This is an optimization exercise on Yosys and OpenROAD, whose aim is small area and few clock cycles per item, not a production implementation. In this exercise RTL edits were held to simulation tests only and were not proved equivalent to the original. Power is estimated from default activity; no workload was simulated.

## flow/design.v (module list and top-level ports; edited modules follow where they fit)
// module tfir_fa: 4 lines
// module tfir_ha: 4 lines
// module tfir_xnor: 3 lines
// module tfir_or: 3 lines
// module tfir_sel: 3 lines
// module tfir_cell: 2687 lines
// module tfir_out: 40 lines
// module transposed_fir_filter_top: 84 lines
module transposed_fir_filter_top #(
    parameter int MAX_ORDER   = tfir_pkg::MAX_ORDER_DEF,
    parameter int SAMPLE_BITS = tfir_pkg::SAMPLE_BITS_DEF
) (
    input  logic                                      aclk,
    input  logic                                      aresetn,
    input  logic                                      cfg_valid,
    output logic                                      cfg_ready,
    input  logic [tfir_pkg::CFG_IDX_BITS-1:0]         cfg_index,
    input  logic [tfir_pkg::CFG_DATA_BITS-1:0]        cfg_data,
    input  logic                                      s_valid,
    output logic                                      s_ready,
    input  logic signed [SAMPLE_BITS-1:0]             s_sample_in,
    input  logic                                      s_frame_end_in,
    output logic                                      m_valid,
    input  logic                                      m_ready,
    output logic signed [SAMPLE_BITS-1:0]             m_sample_out,
    output logic                                      m_clipped,
    output logic                                      m_frame_end_out
);
  // ...
==> flow/run.sh <==
#!/bin/bash
# synth_recipe.tcl (not shown) runs the flow's synth.tcl, then flattens the netlist and writes it again
# the make line also repeats each setting of config.mk as NAME=value (left out here)
make -C /OpenROAD-flow-scripts/flow DESIGN_CONFIG=/design/flow/config.mk WORK_HOME=/design/flow/orfs CLKGATE_MAP_FILE= SYNTH_SCRIPT=/design/flow/synth_recipe.tcl finish
==> flow/config.mk <==
export PLATFORM = sky130hd
export DESIGN_NAME = transposed_fir_filter_top
export DESIGN_NICKNAME = transposed_fir_filter_top
export VERILOG_FILES = /design/flow/design.v
export SDC_FILE = /design/flow/constraint.sdc
export NUM_CORES = 4
export LEC_CHECK = 0
export CAP_MARGIN = 20
export CORE_MARGIN = 2
export CORE_UTILIZATION = 45
export CTS_BUF_LIST = sky130_fd_sc_hd__clkbuf_16
export CTS_CLUSTER_DIAMETER = 80
export CTS_CLUSTER_SIZE = 25
export GPL_TIMING_DRIVEN = 0
export PLACE_DENSITY = 0.6
export SETUP_SLACK_MARGIN = 0.3
export SLEW_MARGIN = 20
export SYNTH_HIERARCHICAL = 1
export SYNTH_MINIMUM_KEEP_SIZE = 0
==> flow/constraint.sdc <==
create_clock -name core_clock -period 8.5 [get_ports {aclk}]
set_input_delay 1.7000 -clock core_clock [delete_from_list [all_inputs] [get_ports {aclk}]]
set_output_delay 1.7000 -clock core_clock [all_outputs]
set_load 0.01 [all_outputs]
==> out/metrics.yaml, run 1 <==
synthAdderAreaFrac: 0.4499
path_buf_inv: 1
power.switching_mw: 4.793
detail_route.iter0.violations: 13066
required_ps: 8900
crit_path_top_delay_cell: "nor2b_2"
final_common_cell: "fa_1"
cts_setup_buffers: 0
fin_skew_ps: 39.44
routed.top_layer: "met5"
cp-endpoint: "rc_reg"
clkCellAreaFrac: 0.02439
hold_path_class: "flip-flop to flip-flop"
synth_compound_area_frac: 0.2269
setup_viol: 0
area_delta_synth_final_pct: 10.49
multiInputGateArea_um2: 34140
crit_top_cell: "fa_1"
ys_top_cells_by_area: "fa_1 44%, a222oi_1 20%, edfxtp_1 18%"
synthTopCellsByCount: "982 x fa_1, 896 x a222oi_1, 274 x nand2_1"
grt_usage: 0.4688
crit_cells: 17
status: "finished clean"
grt_pass1_wl_um: 326700
final_max_slew_viol_count: 0
top_usage_layer: "met2"
seq_cells: 364
period_share: 0.9570
async_reset_ff_frac: 0
yosysUniqueCellTypes: 59
tightest_slew_ps: 1311
Testbench counts, summed over its fixed seeds: cycles 16,288, items 16,000.
==> run 2: changes to the inputs <==
--- a/flow/config.mk
+++ b/flow/config.mk
@@ -10,6 +10,6 @@
 export CORE_UTILIZATION = 45
 export CTS_BUF_LIST = sky130_fd_sc_hd__clkbuf_16
-export CTS_CLUSTER_DIAMETER = 80
-export CTS_CLUSTER_SIZE = 25
+export CTS_CLUSTER_DIAMETER = 60
+export CTS_CLUSTER_SIZE = 20
 export GPL_TIMING_DRIVEN = 0
 export PLACE_DENSITY = 0.6
==> run 2 against run 1 <==
- final cell count is 0.43% higher
- worst hold slack worse by 12 ps
- largest cell class unchanged
- die area stayed put
- routed wire length is 0.10% higher
- combinational power hardly changed
- via count hardly changed
- critical path depth stayed put
- sequential power hardly changed
- critical endpoint unchanged
- still clean on timing, DRC and antenna
- flip-flop and latch count stayed put
==> out/metrics.yaml, run 2 <==
async_reset_ff_frac: 0  # unchanged
grt_pass1_wl_um: 327200  # +0.15%
detail_route.iter0.violations: 13338  # +2.1%
ff_latch_area_um2: 9930
grt_pass1_vias: 39016
io_pins: 62
cts_tree: "built"
root_buffer: "clkbuf_16"
fin_setup_tns_ps: 0
synth_top_cell_area_share: 0.4401
power_mw: 11.37
dieWidth_um: 319.1
clock_sinks: 364
total_leakage_power_nw: 12.39
peakVddDrop_v: 0.0003944
grt_use_met2: 0.6701
top_usage_layer: "met2"
largest_reg_flops: 114
required_ps: 8880  # -20 ps
yosys_register_bits: 364
start_util: 0.4538
netlist_instances: 3403
relSlewSlack: 0.1202
synthTopCellsByCount: "982 x fa_1, 896 x a222oi_1, 274 x nand2_1"
synth.avg_cell_area_um2: 13.13
yosys_warnings: 8
io_buffers: 60
tightest_slew_ps: 1320  # +8.349 ps
regToRegStartpoint: "hist[26]"
cts_buffers: 48
setup_viol: 0  # unchanged
timing.fmax_mhz: 123.9
vias_per_cell: 8.210
critPathLaunch: "hist[26]"
reg2reg_slack_ps: 430
period_share: 0.9494  # -0.007619
dr.pass1.iters: 22
clk_pin_slew_ps: 70
nets: 4612
pre_cts_ws_ps: -366.5
rows: 115
fin_skew_ps: 38.38  # -1.053 ps
multiInputGateArea_um2: 34150  # about the same
synth_area_um2: 44670
drv_cap: 0
yosys.area.top_type: "fa_1"
ctsLongestPathBuffers: 3
endpoint_kind: "flip-flop"
hpwl_um: 192700
met3_usage: 0.1823
finalWeightedCongestion: 1.095
synth_top_flop_cell: "edfxtp_1"
status: "finished clean"
ys_top_cells_by_area: "fa_1 44%, a222oi_1 20%, edfxtp_1 18%"
crit_fanout: 16
ctsHtreeMaxLevel: 2
coreArea_um2: 98420
worst_slack_ps: 430.5
grt_use_met1: 0.5925
clk_latency_ps: 670
hold_viol: 0
ant_nets: 0
fp.dieH_um: 319.1
final_max_slew_viol_count: 0  # unchanged
via_count: 40304
fill_cells: 8718
grt_remaining_overflow: 0
cp-start-kind: "flip-flop"
r2r-end: "rc_reg"
drive_above_1_share: 0.09766
powerDensity_nw_per_um2: 228.4
synth-edff-count: 264
grt_usage: 0.4708  # +0.002069
area_delta_synth_final_pct: 11.43
final_common_cell: "fa_1"
drc: 0
mostFrequentLayoutCells: "982 x fa_1, 896 x a222oi_1, 274 x nand2_1"
ys_seq_area_frac: 0.2223
avgRoutedWirePerCell_um: 49.43
path_class: "flip-flop to flip-flop"
grt_max_degree: 46
antenna_found_initial: 22
die-area_um2: 101800
period_needed_ps: 8070
yosysUniqueCellTypes: 59  # unchanged
yosysMostFrequentCell: "fa_1"
r2r.worst_path.cells: 17
hold_path_class: "flip-flop to flip-flop"
routed_wl_um: 242700
rsz0062_at_grt: "false"
crit_arrival_ps: 8450
cp-endpoint: "rc_reg"
## run 2: cell counts after synthesis
No cell type changed its count.
## run 2: layout make-up
| class | count | area share |
|---|---|---|
| buffer | 84 | 0.01033 |
| inverter | 157 | 0.01184 |
| timing repair buffer | 99 | 0.02509 |
| tap | 1287 | 0.03235 |
| antenna | 28 | 0.001408 |
| clock inverter | 40 | 0.008296 |
| multi-input combinational | 2800 | 0.6860 |
| sequential | 364 | 0.1995 |
| clock buffer | 50 | 0.02514 |
## run 2: metal layers
metal / wire (um) / up-vias
met5: 52 / -
met1: 83250 / 20705
met4: 21900 / 8
met2: 100400 / 4149
met3: 37090 / 868
li1: - / 14574
## run 2: where the power goes
group	switching, mW	internal, mW
Sequential	0.572	2.35
Clock	0.978	1.16
Combinational	3.29	3.01
Total	4.85	6.52
## run 2: per-module statistics from Yosys, one instance, submodules excluded
module                     cell area [um2]  cells inside  copies in the design
tfir_or                              6.256             1                    13
tfir_fa                              20.02             1                   981
tfir_ha                              12.51             1                     7
tfir_cell                             2878           570                     1
transposed_fir_filter_top            12470           861                     1
tfir_out                             415.4            61                     1
tfir_xnor                            8.758             1                    14
tfir_sel                             10.01             1                   896
## run 2: critical path, cell delays in order, from the launching register on
cell and delay (ps):
dfxtp_1 600, nor2b_2 870, a222oi_1 300, fa_1 540, fa_1 760, fa_1 500, fa_1 500, fa_1 620
fa_1 500, fa_1 580, fa_1 430, fa_1 520, inv_1 60, ha_1 290, nand4_1 160, nor2_1 70
a2111oi_1 380, o21ai_1 110
## run 2: cell families (layout without fill, tap and decap cells)
logic type | after synthesis | in the layout | synth area share
other | 3 | 33 | 0.0002521
AO/OA/AOI/OAI | 1101 | 1101 | 0.2269
adder cells (fa/ha/maj) | 1017 | 1017 | 0.4499
XOR/XNOR | 23 | 23 | 0.004510
buffers and inverters | 241 | 430 | 0.02462
flip-flops | 364 | 364 | 0.2223
AND/OR/NAND/NOR | 634 | 634 | 0.06645
multiplexers | 20 | 20 | 0.005042
## run 2: repair_timing
| action | 4_1_cts | 5_1_grt |
|---|---|---|
| endpoints found under the hold margin | 0 | 0 |
| setup buffers | 0 | 0 |
| hold buffers | 0 | 0 |
| resized for setup | 0 | 3 |
| endpoints found under the setup margin | 0 | 1 |
## run 2: worst min-delay path by stage
stage / from / endpoint / cells past startpoint
6_report: hist[31] / hist[31] / 2
3_5_place_dp: hist[31] / hist[31] / 2
4_1_cts: hist[31] / hist[31] / 2
3_3_place_gp: hist[31] / hist[31] / 2
5_1_grt: hist[31] / hist[31] / 2
2_1_floorplan: hist[111] / hist[111] / 2
## run 2: per-stage QoR
stage / hold slack (ps) / cell area [um2] / std cells / utilization
finish: 532.0 / 49770 / 4909 / 0.5057
global route: 559.5 / 49710 / 4885 / 0.5051
CTS: 534.4 / 49640 / 4881 / 0.5043
detailed placement: 522.9 / 47970 / 4791 / 0.4874
global placement: 493.3 / 46880 / 4752 / 0.4764
floorplan: 458.1 / 44670 / 3405 / -
==> run 3: changes to the inputs <==
--- a/flow/config.mk
+++ b/flow/config.mk
@@ -6,14 +6,14 @@
 export NUM_CORES = 4
 export LEC_CHECK = 0
-export CAP_MARGIN = 20
+export CAP_MARGIN = 5
 export CORE_MARGIN = 2
 export CORE_UTILIZATION = 45
 export CTS_BUF_LIST = sky130_fd_sc_hd__clkbuf_16
-export CTS_CLUSTER_DIAMETER = 60
-export CTS_CLUSTER_SIZE = 20
+export CTS_CLUSTER_DIAMETER = 80
+export CTS_CLUSTER_SIZE = 25
 export GPL_TIMING_DRIVEN = 0
 export PLACE_DENSITY = 0.6
 export SETUP_SLACK_MARGIN = 0.3
-export SLEW_MARGIN = 20
+export SLEW_MARGIN = 5
 export SYNTH_HIERARCHICAL = 1
 export SYNTH_MINIMUM_KEEP_SIZE = 0
==> run 3 against run 2 <==
- now fails the layout checks on max-capacitance violations, max-slew violations
- worst hold slack worse by 3.1 ps
- sequential share of layout area grew 0.31 points
- first-iteration DRC count fell by 7.7%
- via count grew 0.16%
- critical path depth stayed put
- core utilization is 0.77 points lower
- design area is 1.5% lower
- final cell count fell by 0.81%
- critical path type unchanged
==> out/metrics.yaml, run 3 <==
synth_simple_gate_area_frac: 0.06645  # unchanged
synth-edff-count: 264  # unchanged
cp-start-kind: "flip-flop"
drv_cap: 4  # +4
fp.dieH_um: 319.1  # unchanged
drc: 0  # unchanged
clk_latency_ps: 690  # +20 ps
ctsHtreeMaxLevel: 1  # -1
hold_viol: 0  # unchanged
peakVddDrop_v: 0.0004783  # +21%
cts_tree: "built"
synth_top_family_by_area: "adder cells"
timing.hold.ws_ps: 528.9  # -3.140 ps
synthAdderAreaFrac: 0.4499  # unchanged
mostFrequentLayoutCells: "982 x fa_1, 896 x a222oi_1, 274 x nand2_1"
synthTopCellsByCount: "982 x fa_1, 896 x a222oi_1, 274 x nand2_1"
setup_viol: 0  # unchanged
tightest_slew_ps: 1665  # +345.1 ps
grt_remaining_overflow: 0  # unchanged
via_count: 40369  # +0.16%
vias_per_cell: 8.291  # +0.98%
die-area_um2: 101800  # unchanged
synth.avg_cell_area_um2: 13.13  # unchanged
rows: 115  # unchanged
pre_cts_ws_ps: -413.2  # -46.78 ps
grt_pass1_vias: 39280  # +0.68%
start_util: 0.4538  # unchanged
powerDensity_nw_per_um2: 222.1  # -2.8%
cts_buffers: 30  # -38%
avgRoutedWirePerCell_um: 50.10  # +1.4%
path_buf_inv: 1  # unchanged
ys_seq_area_frac: 0.2223  # unchanged
total_leakage_power_nw: 12.05  # -2.8%
root_buffer: "clkbuf_16"
detail_route.iter0.violations: 12315  # -7.7%
power_mw: 10.89  # -4.3%
postLayoutCoreUtil: 0.4980  # -0.007704
yosys_register_bits: 364  # unchanged
synth_area_um2: 44670  # unchanged
worst_slack_ps: 456.0  # +25.50 ps
cp_top_family: "adder cells"
grt_max_degree: 46  # unchanged
period_needed_ps: 8044  # -25.50 ps
drive_above_1_share: 0.07487  # -0.02280
ctsLongestPathBuffers: 3  # unchanged
grt_pass1_wl_um: 329300  # +0.66%
yosysMostFrequentCell: "fa_1"
hpwl_um: 192400  # -0.16%
final_max_slew_viol_count: 38  # +38
synth_xor_area_frac: 0.004510  # unchanged
required_ps: 8920  # +40 ps
area_delta_synth_final_pct: 9.737
synth_compound_area_frac: 0.2269  # unchanged
netlist_instances: 3403  # unchanged
io_buffers: 60  # unchanged
endpoint_kind: "flip-flop"
crit_fanout: 16  # unchanged
path_cells: "nor2b_1 > a222oi_1 > fa_1 > fa_1 > fa_1 > fa_1 > fa_1 > xnor2_1 > fa_1 > fa_1 > fa_1 > inv_1 > ha_1 > nand4_1 > nor2_1 > a2111oi_1 > o21ai_1"
path_class: "flip-flop to flip-flop"
finalWeightedCongestion: 1.095  # unchanged
synth_top_flop_cell: "edfxtp_1"
coreArea_um2: 98420  # unchanged
antenna_found_initial: 19  # -14%
period_share: 0.9464  # -0.003000
crit_path_top_delay_cell: "nor2b_1"
final_common_cell: "fa_1"
yosysUniqueCellTypes: 59  # unchanged
clk_pin_slew_ps: 90  # +20 ps
rsz0062_at_grt: "false"
timing.fmax_mhz: 124.3  # +0.32%
status: "complete, but fails checks"
synth_top_cell_area_share: 0.4401  # unchanged
routed_wl_um: 243900  # +0.53%
cp_slowest_stage_delay_ps: 1110  # +240 ps
nets: 4587  # -0.54%
fin_skew_ps: 22.87  # -15.51 ps
synth.area.mux_share: 0.005042  # unchanged
grt_usage: 0.4718  # +0.0009165
hold_path_class: "flip-flop to flip-flop"
violations: "max-capacitance violations, max-slew violations"
ys_top_cells_by_area: "fa_1 44%, a222oi_1 20%, edfxtp_1 18%"
largest_reg_flops: 114  # unchanged
crit_arrival_ps: 8460  # about the same
async_reset_ff_frac: 0  # unchanged
fin_setup_tns_ps: 0  # unchanged
yosys.area.top_type: "fa_1"
relSlewSlack: -0.1098  # -0.2300
dieWidth_um: 319.1  # unchanged
crit_top_cell: "fa_1"
clock_sinks: 364  # unchanged
io_pins: 62  # unchanged
yosys_warnings: 8  # unchanged
dr.pass1.iters: 29  # +32%
ant_nets: 0  # unchanged
[run 3: area by class of cell]
class | instances | area [um2]
repair buffers | 92 | 1126
diodes | 29 | 72.57
multi-input cells | 2800 | 34030
clock buffers | 31 | 775.7
inverters | 157 | 589.3
fillers | 8817 | 49400
clock inverters | 25 | 371.6
plain buffers | 84 | 511.7
flip-flops and latches | 364 | 9930
well taps | 1287 | 1610
[run 3: routing by layer]
metal	vias up	global-route usage	routed length, um
met2	4095	0.6691	101000
met3	887	0.1739	35370
met5	-	0	121
met4	12	0.3230	22040
met1	20868	0.6007	85430
li1	14507	-	-
[run 3: path summary, 6_finish.rpt]
kind / depth (start not counted) / slack (ps) / start / endpoint
max: 17 / 460 / hist[76] / rc_reg
max reg2reg: 17 / 460 / hist[76] / rc_reg
min: 2 / 530 / hist[31] / hist[31]
min reg2reg: 2 / 530 / hist[31] / hist[31]
[run 3: Yosys stat by module, one instance, submodules excluded]
module | cells | flip-flops and latches
tfir_out | 61 | 0
tfir_cell | 570 | 0
transposed_fir_filter_top | 861 | 364
tfir_or | 1 | 0
tfir_fa | 1 | 0
tfir_ha | 1 | 0
tfir_xnor | 1 | 0
tfir_sel | 1 | 0
[run 3: through the flow]
step / area [um2] / instances
after floorplan: 44670 / 3405
after global placement: 46880 / 4752
after detailed placement: 47610 / 4780
after CTS: 48760 / 4836
after global routing: 48960 / 4848
final: 49010 / 4869
[run 3: worst min-delay path, stage by stage, from the launching register on]
cell and delay (ps):
dfxtp_1 360, nand2_1 70, a21oi_1 60
[run 3: power breakdown]
group,internal (mW),switching (mW)
clock,0.751,0.927
sequential,2.35,0.578
combinational,3.00,3.28
[run 3: cells by family after synthesis]
kind of cell	count (synthesis)
compound gates	1101
fa+ha+maj	1017
simple gates	634
flops	364
buf+inv	241
xor+xnor	23
mux	20
other cells	3
[run 3: what timing repair did]
action                                 CTS  global route
resized for setup                        1            33
setup endpoints to repair                1             1
endpoints found under the hold margin    0             0
setup buffers                            0             0
hold buffers                             0             0
==> run 4: changes to the inputs <==
--- a/flow/config.mk
+++ b/flow/config.mk
@@ -10,5 +10,5 @@
 export CORE_UTILIZATION = 45
 export CTS_BUF_LIST = sky130_fd_sc_hd__clkbuf_16
-export CTS_CLUSTER_DIAMETER = 80
+export CTS_CLUSTER_DIAMETER = 100
 export CTS_CLUSTER_SIZE = 25
 export GPL_TIMING_DRIVEN = 0
==> run 4 against run 3 <==
- still fails the layout checks on max-capacitance violations, max-slew violations
- via count rose by 0.14%
- sequential share of layout area rose by 0.087 points
- global-route usage barely moved
- synthesized cell count did not move
- die area did not move
- synthesized area did not move
- fmax fell by 1.2%
- critical path depth did not move
- non-clock buffer count rose by 1
- combinational power barely moved
- design area fell by 0.43%
- flip-flop and latch count did not move
- critical endpoint unchanged
- largest cell class unchanged
- highest routed layer unchanged
==> out/metrics.yaml, run 4 <==
status: "complete, but fails checks"
violations: "max-capacitance violations, max-slew violations"
cts_tree: "built"
mostFrequentLayoutCells: "982 x fa_1, 896 x a222oi_1, 274 x nand2_1"
peakVddDrop_v: 0.0004723  # -1.2%
ctsHtreeMaxLevel: 1  # unchanged
nets: 4583  # -0.087%
grt_usage: 0.4720  # about the same
grt_max_degree: 46  # unchanged
period_needed_ps: 8142  # +98.16 ps
required_ps: 8920  # about the same
hold_viol: 0  # unchanged
synth.avg_cell_area_um2: 13.13  # unchanged
worst_slack_ps: 357.8  # -98.16 ps
critPathLaunch: "hist[21]"
yosys_warnings: 8  # unchanged
rows: 115  # unchanged
rsz0062_at_grt: "false"
crit_path_top_delay_cell: "nor2b_1"
cp_slowest_stage_delay_ps: 1150  # +40 ps
path_cells: "nor2b_1 > a222oi_1 > fa_1 > fa_1 > fa_1 > fa_1 > fa_1 > fa_1 > fa_1 > fa_1 > fa_1 > inv_1 > ha_1 > nand4_1 > nor2_1 > a2111oi_1 > o21ai_1"
endpoint_kind: "flip-flop"
powerDensity_nw_per_um2: 218.5  # -1.6%
io_pins: 62  # unchanged
path_class: "flip-flop to flip-flop"
timing.fmax_mhz: 122.8  # -1.2%
final_common_cell: "fa_1"
dr.pass1.iters: 22  # -24%
detail_route.iter0.violations: 12621  # +2.5%
ctsHoldBuffers: 0  # unchanged
root_buffer: "clkbuf_16"
regToRegStartpoint: "hist[21]"
vias_per_cell: 8.314  # +0.28%
final_max_slew_viol_count: 36  # -5.3%
yosys_register_bits: 364  # unchanged
hold_path_class: "flip-flop to flip-flop"
synthTopCellsByCount: "982 x fa_1, 896 x a222oi_1, 274 x nand2_1"
fin_skew_ps: 25.71  # +2.835 ps
drive_above_1_share: 0.07054  # -0.004325
start_util: 0.4538  # unchanged
tightest_slew_ps: 1623  # -41.58 ps
die-area_um2: 101800  # unchanged
drc: 0  # unchanged
antenna_found_initial: 23  # +4
finalWeightedCongestion: 1.095  # unchanged
postLayoutCoreUtil: 0.4959  # -0.002123
avgRoutedWirePerCell_um: 50.17  # +0.15%
cts_setup_buffers: 0  # unchanged
drv_cap: 3  # -1
timing.hold.ws_ps: 529.0  # +0.07500 ps
coreArea_um2: 98420  # unchanged
fp.dieH_um: 319.1  # unchanged
async_reset_ff_frac: 0  # unchanged
synth_area_um2: 44670  # unchanged
crit_arrival_ps: 8560  # +100 ps
hold_start: "hist[31]"
ys_top_cells_by_area: "fa_1 44%, a222oi_1 20%, edfxtp_1 18%"
ant_nets: 0  # unchanged
yosysUniqueCellTypes: 59  # unchanged
total_leakage_power_nw: 11.95  # -0.78%
synth-edff-count: 264  # unchanged
clk_latency_ps: 670  # -20 ps
yosysMostFrequentCell: "fa_1"
pre_cts_ws_ps: -413.2  # unchanged
ctsLongestPathBuffers: 3  # unchanged
setup_viol: 0  # unchanged
crit_fanout: 16  # unchanged
io_buffers: 60  # unchanged
ys_seq_area_frac: 0.2223  # unchanged
clk_pin_slew_ps: 100  # about the same
clock_sinks: 364  # unchanged
yosys.area.top_type: "fa_1"
dieWidth_um: 319.1  # unchanged
synth_top_flop_cell: "edfxtp_1"
largest_reg_flops: 114  # unchanged
netlist_instances: 3403  # unchanged
crit_top_cell: "fa_1"
synth_top_cell_area_share: 0.4401  # unchanged
via_count: 40424  # +0.14%
grt_pass1_vias: 39121  # -0.40%
area_delta_synth_final_pct: 9.270
fin_setup_tns_ps: 0  # unchanged
cts_buffers: 25  # -17%
hpwl_um: 192400  # unchanged
relSlewSlack: -0.08212  # +0.02772
routed_wl_um: 243900  # about the same
period_share: 0.9579  # +0.01155
grt_remaining_overflow: 0  # unchanged
cp-start-kind: "flip-flop"
grt_pass1_wl_um: 329500  # about the same
==> run 4: critical path, delay by kind of cell, from the launching register on <==
family	cells	cell delay, ps
adders and majority gates	10	5200
and+or+nand+nor	3	1350
AOI/OAI and AO/OA	3	690
DFF	1	580
buffers and inverters	1	60
==> run 4: worst paths after layout <==
check | end | slack [ps] | cells past startpoint
worst max-delay path | rc_reg | 360 | 17
worst min-delay path | hist[31] | 530 | 2
worst max register to register | rc_reg | 360 | 17
worst min register to register | hist[31] | 530 | 2
==> run 4: repair_timing <==
action / CTS / global route
pin swaps: 0 / 0
resized for setup: 1 / 27
endpoints found under the hold margin: 0 / 0
endpoints found under the setup margin: 1 / 1
==> run 4: per-module statistics from Yosys, one instance, submodules excluded <==
module	copies in the design	flops+latches	cells inside	area [um2]
tfir_cell	1	0	570	2878
tfir_fa	981	0	1	20.02
tfir_ha	7	0	1	12.51
tfir_or	13	0	1	6.256
tfir_out	1	0	61	415.4
tfir_sel	896	0	1	10.01
tfir_xnor	14	0	1	8.758
transposed_fir_filter_top	1	364	861	12470
==> run 4: cell families (layout without fill, tap and decap cells) <==
logic type / count (synthesis) / after routing / synth area share
AO/OA/AOI/OAI: 1101 / 1101 / 0.2269
XOR/XNOR: 23 / 23 / 0.004510
adder cells (fa/ha/maj): 1017 / 1017 / 0.4499
AND/OR/NAND/NOR: 634 / 634 / 0.06645
multiplexers: 20 / 20 / 0.005042
other: 3 / 36 / 0.0002521
buffers and inverters: 241 / 380 / 0.02462
flip-flops: 364 / 364 / 0.2223
==> run 4: layout make-up <==
class / instances / area, um2
Buffer: 84 / 511.7
Fill cell: 8848 / 49610
Antenna cell: 31 / 77.57
Sequential cell: 364 / 9930
Inverter: 157 / 589.3
Timing Repair Buffer: 93 / 1154
Clock buffer: 25 / 625.6
Clock inverter: 21 / 292.8
Tap cell: 1287 / 1610
Multi-Input combinational cell: 2800 / 34020
==> run 4: report_power, final <==
group / total [mW] / switching [mW] / internal, mW
Combinational: 6.28 / 3.28 / 3.00
Sequential: 2.93 / 0.578 / 2.35
Clock: 1.45 / 0.820 / 0.635
Total: 10.7 / 4.67 / 5.99
==> run 4: metal layers <==
metal	track usage	wire length [um]
met5	0	120
met4	0.3151	21590
met3	0.1800	36290
met1	0.5982	84410
met2	0.6719	101500
==> run 4: stage by stage <==
stage / power, mW / area [um2] / cells
6_report: 10.66 / 48810 / 4862
3_5_place_dp: 9.138 / 47610 / 4780
2_1_floorplan: 6.415 / 44670 / 3405
4_1_cts: 10.57 / 48530 / 4826
5_1_grt: 11.25 / 48750 / 4838
3_3_place_gp: 9.007 / 46880 / 4752

[static timing again, ports no longer ideal]
Ports are ideal in the flow. The routed layouts listed here were re-timed in OpenROAD. Step 1 (the two cells are an assumption about what drives the block):
set clk [get_ports {aclk}]
set_driving_cell -lib_cell sky130_fd_sc_hd__clkbuf_16 $clk
set_driving_cell -lib_cell sky130_fd_sc_hd__buf_2 [delete_from_list [all_inputs] $clk]
Step 2 also shifts input and output timing later by t, the mid clock arrival at the registers, as if the neighbouring blocks saw the same clock. Slacks: no drivers / after step 1 / after step 2; pairs: no drivers / after step 1.
| run | shift t [ns] | setup slack, ns | hold slack, ns | clock arrival spread, ns | cell pins on the clock port's net |
|---|---|---|---|---|---|
| run 1 | 0.760 | 0.366 / 0.366 / -0.141 | 0.544 / 0.544 / 0.544 | 0.042 / 0.041 | 1 |
| run 2 | 0.730 | 0.430 / 0.430 / -0.146 | 0.532 / 0.532 / 0.532 | 0.045 / 0.045 | 1 |
| run 3 | 0.764 | 0.456 / 0.456 / -0.109 | 0.529 / 0.529 / 0.529 | 0.025 / 0.025 | 1 |
| run 4 | 0.744 | 0.358 / 0.358 / -0.090 | 0.529 / 0.529 / 0.529 | 0.029 / 0.029 | 1 |
For run 2, which loses most, drivers alone change the setup slack by 0.000 ns; drivers and shift together by -0.576 ns.
